Background: an optimization exercise with open tools, aiming at small area, a short achievable clock period and few clock cycles per item. Do not read the settings as production practice. Only simulation tests tie the RTL to the original design; equivalence was not proved. No activity file was given, so power comes from the tool's default toggle rates.

==> design/flow/design.v <==
module ex_muldiv_unit #(
   parameter int width   = 32,
   parameter int rsWidth = 5,
   parameter int mulBits = 4
) (
   input  logic               clk,
   input  logic               resetN,
   input  logic               startIn,
   input  logic [2:0]         func3,
   input  logic [width-1:0]   reg1Value,
   input  logic [width-1:0]   reg2Value,
   input  logic [rsWidth-1:0] rd,
   input  logic               killIn,
   input  logic               stallIn,
   output logic               busyOut,
   output logic               doneOut,
   output logic [width-1:0]   resultOut,
   output logic [rsWidth-1:0] rdOut
);
   localparam int CW = $clog2(width) + 1;
   localparam logic [CW-1:0] MUL_ITERS = CW'(width / mulBits);
   localparam logic [CW-1:0] DIV_ITERS = CW'(width);
   typedef enum logic [1:0] {IDLE, MUL, DIV, DONE} state_t;
   state_t               state;
   logic [CW-1:0]        cnt;
   logic [2*width-1:0]   prod;
   logic [2*width-1:0]   mcand;
   logic [width-1:0]     mplier;
   logic [width-1:0]     quo;
   logic [width-1:0]     rem;
   logic [width-1:0]     divisor;
   logic [1:0]           op;
   logic                 neg;
   logic                 negRem;
   logic                 spec;
   logic [rsWidth-1:0]   rdq;
   logic                 sgn1, sgn2;
   logic [width-1:0]     mag1, mag2;
   logic                 isSpecial;
   logic [width-1:0]     specVal;
   logic [2*width-1:0]   digit, mulStep, pfin;
   logic [width:0]       divTrial;
   logic                 divGe;
   logic [width:0]       divDiff;
   logic [width-1:0]     qfin, rfin;
   always_comb begin
      sgn1 = 1'b0;
      sgn2 = 1'b0;
      case (func3)
         3'd0, 3'd1, 3'd4, 3'd6: begin
            sgn1 = reg1Value[width-1];
            sgn2 = reg2Value[width-1];
         end
         3'd2:    sgn1 = reg1Value[width-1];
         default: ;
      endcase
      mag1 = sgn1 ? -reg1Value : reg1Value;
      mag2 = sgn2 ? -reg2Value : reg2Value;
      isSpecial = 1'b0;
      specVal   = '0;
      if (func3[2]) begin
         if (reg2Value == '0) begin
            isSpecial = 1'b1;
            specVal   = func3[1] ? reg1Value : '1;
         end else if (!func3[0] && reg2Value == '1 &&
                      reg1Value == {1'b1, {(width-1){1'b0}}}) begin
            isSpecial = 1'b1;
            specVal   = func3[1] ? '0 : reg1Value;
         end
      end
   end
   always_comb begin
      digit    = {{(2*width-mulBits){1'b0}}, mplier[mulBits-1:0]};
      mulStep  = prod + mcand * digit;
      divTrial = {rem, quo[width-1]};
      divGe    = divTrial >= {1'b0, divisor};
      divDiff  = divTrial - {1'b0, divisor};
      pfin     = neg ? -prod : prod;
      qfin     = neg ? -quo : quo;
      rfin     = negRem ? -rem : rem;
   end
   always_ff @(posedge clk) begin
      if (!resetN) begin
         state     <= IDLE;
         cnt       <= '0;
         prod      <= '0;
         mcand     <= '0;
         mplier    <= '0;
         quo       <= '0;
         rem       <= '0;
         divisor   <= '0;
         op        <= '0;
         neg       <= 1'b0;
         negRem    <= 1'b0;
         spec      <= 1'b0;
         rdq       <= '0;
         busyOut   <= 1'b0;
         doneOut   <= 1'b0;
         resultOut <= '0;
         rdOut     <= '0;
      end else if (killIn) begin
         state   <= IDLE;
         busyOut <= 1'b0;
         doneOut <= 1'b0;
      end else begin
         case (state)
            IDLE: begin
               if (startIn) begin
                  cnt     <= '0;
                  op      <= func3[1:0];
                  rdq     <= rd;
                  neg     <= sgn1 ^ sgn2;
                  negRem  <= sgn1;
                  busyOut <= 1'b1;
                  if (!func3[2]) begin
                     state  <= MUL;
                     prod   <= '0;
                     mcand  <= {{width{1'b0}}, mag1};
                     mplier <= mag2;
                  end else begin
                     state   <= DIV;
                     spec    <= isSpecial;
                     quo     <= isSpecial ? specVal : mag1;
                     rem     <= '0;
                     divisor <= mag2;
                  end
               end
            end
            MUL: begin
               if (cnt == MUL_ITERS) begin
                  state     <= DONE;
                  busyOut   <= 1'b0;
                  doneOut   <= 1'b1;
                  rdOut     <= rdq;
                  resultOut <= (op == 2'd0) ? pfin[width-1:0] : pfin[2*width-1:width];
               end else begin
                  prod   <= mulStep;
                  mcand  <= mcand << mulBits;
                  mplier <= mplier >> mulBits;
                  cnt    <= cnt + CW'(1);
               end
            end
            DIV: begin
               if (spec || cnt == DIV_ITERS) begin
                  state     <= DONE;
                  busyOut   <= 1'b0;
                  doneOut   <= 1'b1;
                  rdOut     <= rdq;
                  spec      <= 1'b0;
                  resultOut <= spec ? quo : (op[1] ? rfin : qfin);
               end else begin
                  rem <= divGe ? divDiff[width-1:0] : divTrial[width-1:0];
                  quo <= {quo[width-2:0], divGe};
                  cnt <= cnt + CW'(1);
               end
            end
            DONE: begin
               if (!stallIn) begin
                  state   <= IDLE;
                  doneOut <= 1'b0;
               end
            end
            default: state <= IDLE;
         endcase
      end
   end
endmodule
==> design/flow/run.sh <==
#!/bin/bash
# synth_recipe.tcl (not shown) runs the flow's synth.tcl, then flattens the netlist and writes it again
# the make line also repeats each setting of config.mk as NAME=value (left out here)
make -C /OpenROAD-flow-scripts/flow DESIGN_CONFIG=/design/flow/config.mk WORK_HOME=/design/flow/orfs CLKGATE_MAP_FILE= SYNTH_SCRIPT=/design/flow/synth_recipe.tcl finish
==> design/flow/config.mk <==
export PLATFORM = sky130hd
export DESIGN_NAME = ex_muldiv_unit
export DESIGN_NICKNAME = ex_muldiv_unit
export VERILOG_FILES = /design/flow/design.v
export SDC_FILE = /design/flow/constraint.sdc
export NUM_CORES = 4
export LEC_CHECK = 0
export CAP_MARGIN = 20
export CORE_MARGIN = 2
export CORE_UTILIZATION = 40
export PLACE_DENSITY = 0.6
export SLEW_MARGIN = 20
==> design/flow/constraint.sdc <==
create_clock -name core_clock -period 6.0 [get_ports {clk}]
set_input_delay 1.2000 -clock core_clock [delete_from_list [all_inputs] [get_ports {clk}]]
set_output_delay 1.2000 -clock core_clock [all_outputs]
set_load 0.01 [all_outputs]
==> out/metrics.cfg <==
[outcome]
outcome=finished clean

[drt]
vias=28500
routed_wl_um=99100
drtIter0Drc=2932
detail-route-antenna-nets=0
firstDrtPassIters=6
wl_per_cell_um=19.8
vias_per_cell=5.70
drc=0

[logic_synthesis]
synthesis.area_um2=29800
ys.flop_type=dfxtp_1
synth_cell_types=90
async_flop_share_pct=0
syn_nets=4413
synth-edff-count=0
synth-seq-cells=313
synth_cells=4042
ys_warn_count=1
avgSynthCellArea_um2=7.38
yosysTopAreaCell=dfxtp_1
ys_top_cells_by_area=dfxtp_1, fa_1, nand2_1, a21oi_1, and2_1
ys_seq_area_share_pct=21.0
yosysTopAreaCellShare_pct=21.0

[grt]
grt_pass1_wl_um=154000
overflow=0
grtUsageMet1_pct=38.7
grt_pass1_vias=26138
grt_use_met3_pct=4.40
grt.busiest_layer=met1
grt_use_total_pct=25.2
antenna_found_initial=0
grt_max_degree=127
met2_usage_pct=37.1

[sta]
tns_ps=0
whs_ps=451
postLayoutSetupSlackWorst_ps=405
rsz0062_at_grt=no
fin_crit_ps=5590
fin_crit_sh_pct=93.2
final-max-slew-violation-count=0
final_hold_viol_count=0
max_freq_mhz=179
tightest_slew_ps=1020
setup_viol=0
skew_ps=25.2
relSlewSlack_pct=31.6

[job]
cap_violations=0

[clocking]
htree_levels=2
insertion_delay_ps=590
post_cts_resized=0
clockBufferDepth=3
post-cts-setup-buffers=0
cts_tree=done
cts_buffers=41
path_clk_slew_ps=60
cts_root_buf=clkbuf_16
ctsHoldBuffers=0
cts_sinks=313

[cells_and_area]
drive_above_1_share_pct=4.24
final_core_util_pct=44.6
fin_nets=4373
n_antenna_cell=0
synthToLayoutAreaGrowth_pct=10.9
fillers=7579
regArea_um2=6270
stdcell_count=5001
multi_input_area_um2=21200

[pwr]
p_leak_nw=13.6
cellPowerDensity_nw_per_um2=177
pwr-share-comb_pct=19.0
p_int_w=0.00400
power.clock.fraction_pct=42.9
switchingPower_w=0.00186
swShare_pct=31.7
ir_drop_mv=0.180
sequentialPowerShare_pct=38.1

[place]
post-dp-hpwl_um=76500
place_inst=4928
io_buffers=115
place_ws_ps=518
place_congestion=0.936

[worst_setup_path]
crit_path_max_fanout=36
crit_required_ps=6430
r2r_slack_ps=410
critPathLaunchType=flip-flop
crit_path_end_kind=flip-flop
path_class=reg2reg
critPathArrivalTime_ps=6030

[floorplanning]
io_pins=116
fp.dieH_um=277
dieArea_um2=76800
start_util_pct=40.2
rows=100
core_area_um2=74200
die_x_um=277

[worst_hold_path]
hold_path.class=reg2reg

[stage by stage]
| step | instance area (µm²) | power, W |
|---|---|---|
| after floorplan | 29800 | 0.00298 |
| after global placement | 31700 | 0.00336 |
| after detailed placement | 31700 | 0.00337 |
| after CTS | 33100 | 0.00588 |
| after global routing | 33100 | 0.00610 |
| final | 33100 | 0.00586 |
[placed cells by master, fill, tap and decap left out, types with 26 or more instances in the layout]
cell type and count:
nand2_1 525, inv_1 386, a21oi_1 338, dfxtp_1 312
nor2_1 309, and2_1 244, o21ai_0 240, fa_1 183
clkdlybuf4s50_1 115, xnor2_1 114, ha_1 109, xor2_1 87
a22oi_1 79, nand3_1 68, nor3_1 67, buf_4 52
a21o_1 51, a211oi_1 50, o21ai_1 44, o31ai_1 41
clkbuf_16 41, a31oi_1 36, nand4_1 36, a22o_1 32
mux2i_1 31, or3_1 27, o211ai_1 26
[per-layer routing]
layer	vias to the layer above	share of wire, %
met2	977	42
li1	13744	-
met3	77	8.0
met1	13702	49
met4	0	1.2
met5	-	0
[sequential cells by signal, indices dropped and copies added (netlist names)]
| register | flops |
|---|---|
| rdOut | 5 |
| state | 2 |
| neg | 1 |
| divisor | 32 |
| op | 2 |
| quo | 32 |
| doneOut | 1 |
| rdq | 5 |
| rem | 32 |
| prod | 64 |
| mcand | 64 |
| mplier | 32 |
| spec | 1 |
| busyOut | 1 |
| cnt | 6 |
| negRem | 1 |
| resultOut | 32 |
[worst max-delay path: stages (launching register included)]
cell	delay (ps)
dfxtp_1	330
buf_4	270
buf_4	360
and2_1	210
fa_1	460
fa_1	540
inv_1	50
fa_1	490
inv_1	40
ha_1	380
a21o_1	200
a21o_1	170
a21oi_1	140
o21ai_0	140
nor4_1	550
a2111oi_0	160
buf_4	180
or3_1	400
nand2_1	110
mux2i_1	170
o21ai_0	80
[power groups by stage]
stage	logic, W	registers [W]	clock network, W
finish	0.00111	0.00223	0.00251
floorplan	0.000760	0.00222	0
global placement	0.00109	0.00227	0
global route	0.00122	0.00224	0.00264
detailed placement	0.00109	0.00227	0
CTS	0.00110	0.00222	0.00256
[final timing paths]
check / cells after the start / end / startpoint
max: 20 / prod[60] / mplier[1]
min: 2 / mplier[4] / mplier[4]
max reg2reg: 20 / prod[60] / mplier[1]
min reg2reg: 2 / mplier[4] / mplier[4]
[logic make-up (layout without fill, tap and decap cells)]
family | Yosys count | in the layout | synth area share, %
simple gates | 1435 | 1435 | 23.1
flops | 313 | 313 | 21.0
xor+xnor | 201 | 201 | 5.90
fa+ha+maj | 294 | 294 | 16.9
buf+inv | 640 | 630 | 8.20
compound gates | 1120 | 1120 | 23.6
mux | 39 | 39 | 1.34
[Yosys cell counts, types with 26 or more instances]
| cell type | number |
|---|---|
| dfxtp_1 | 313 |
| o21ai_0 | 240 |
| ha_1 | 111 |
| inv_1 | 386 |
| nor3_1 | 68 |
| a31oi_1 | 36 |
| a22o_1 | 32 |
| xor2_1 | 87 |
| nand2_1 | 525 |
| clkbuf_1 | 216 |
| a211oi_1 | 50 |
| or3_1 | 27 |
| xnor2_1 | 114 |
| nand4_1 | 36 |
| nor2_1 | 313 |
| o31ai_1 | 41 |
| a21oi_1 | 339 |
| o211ai_1 | 26 |
| and2_1 | 245 |
| a21o_1 | 51 |
| fa_1 | 183 |
| o21ai_1 | 44 |
| a22oi_1 | 79 |
| nand3_1 | 68 |
| mux2i_1 | 31 |
[layout make-up]
cell class / count / share of cell area (%)
flip-flops and latches: 313 / 18.9
multi-input cells: 3089 / 64.1
clock buffers: 53 / 3.39
inverters: 387 / 4.40
repair buffers: 170 / 4.84
well taps: 969 / 3.66
clock inverters: 20 / 0.695
Testbench counts, summed over its fixed seeds: cycles 62,664, items 3,200.

[port drivers added, routing unchanged]
How much do the figures lean on ideal ports? The routed layout below was timed once more, with nothing changed but the port constraints. Step 1, drivers: a clkbuf_16 drives clk and a buf_2 each remaining input, both assumed. Step 2 moves the port delays by t, midway between the first and last clock arrival at a register: inputs arrive t later, outputs are due t later. That takes back most of the time a late clock gives input paths. Slacks: no drivers / after step 1 / after step 2; pairs: no drivers / after step 1.
shift t [ns]: 0.635
slack for setup (ns): 0.405 / 0.405 / 0.405
worst hold slack (ns): 0.451 / 0.451 / 0.451
After both steps setup and hold are still met in this run. For this run, drivers alone change the setup slack by 0.000 ns; drivers and shift together by 0.000 ns.
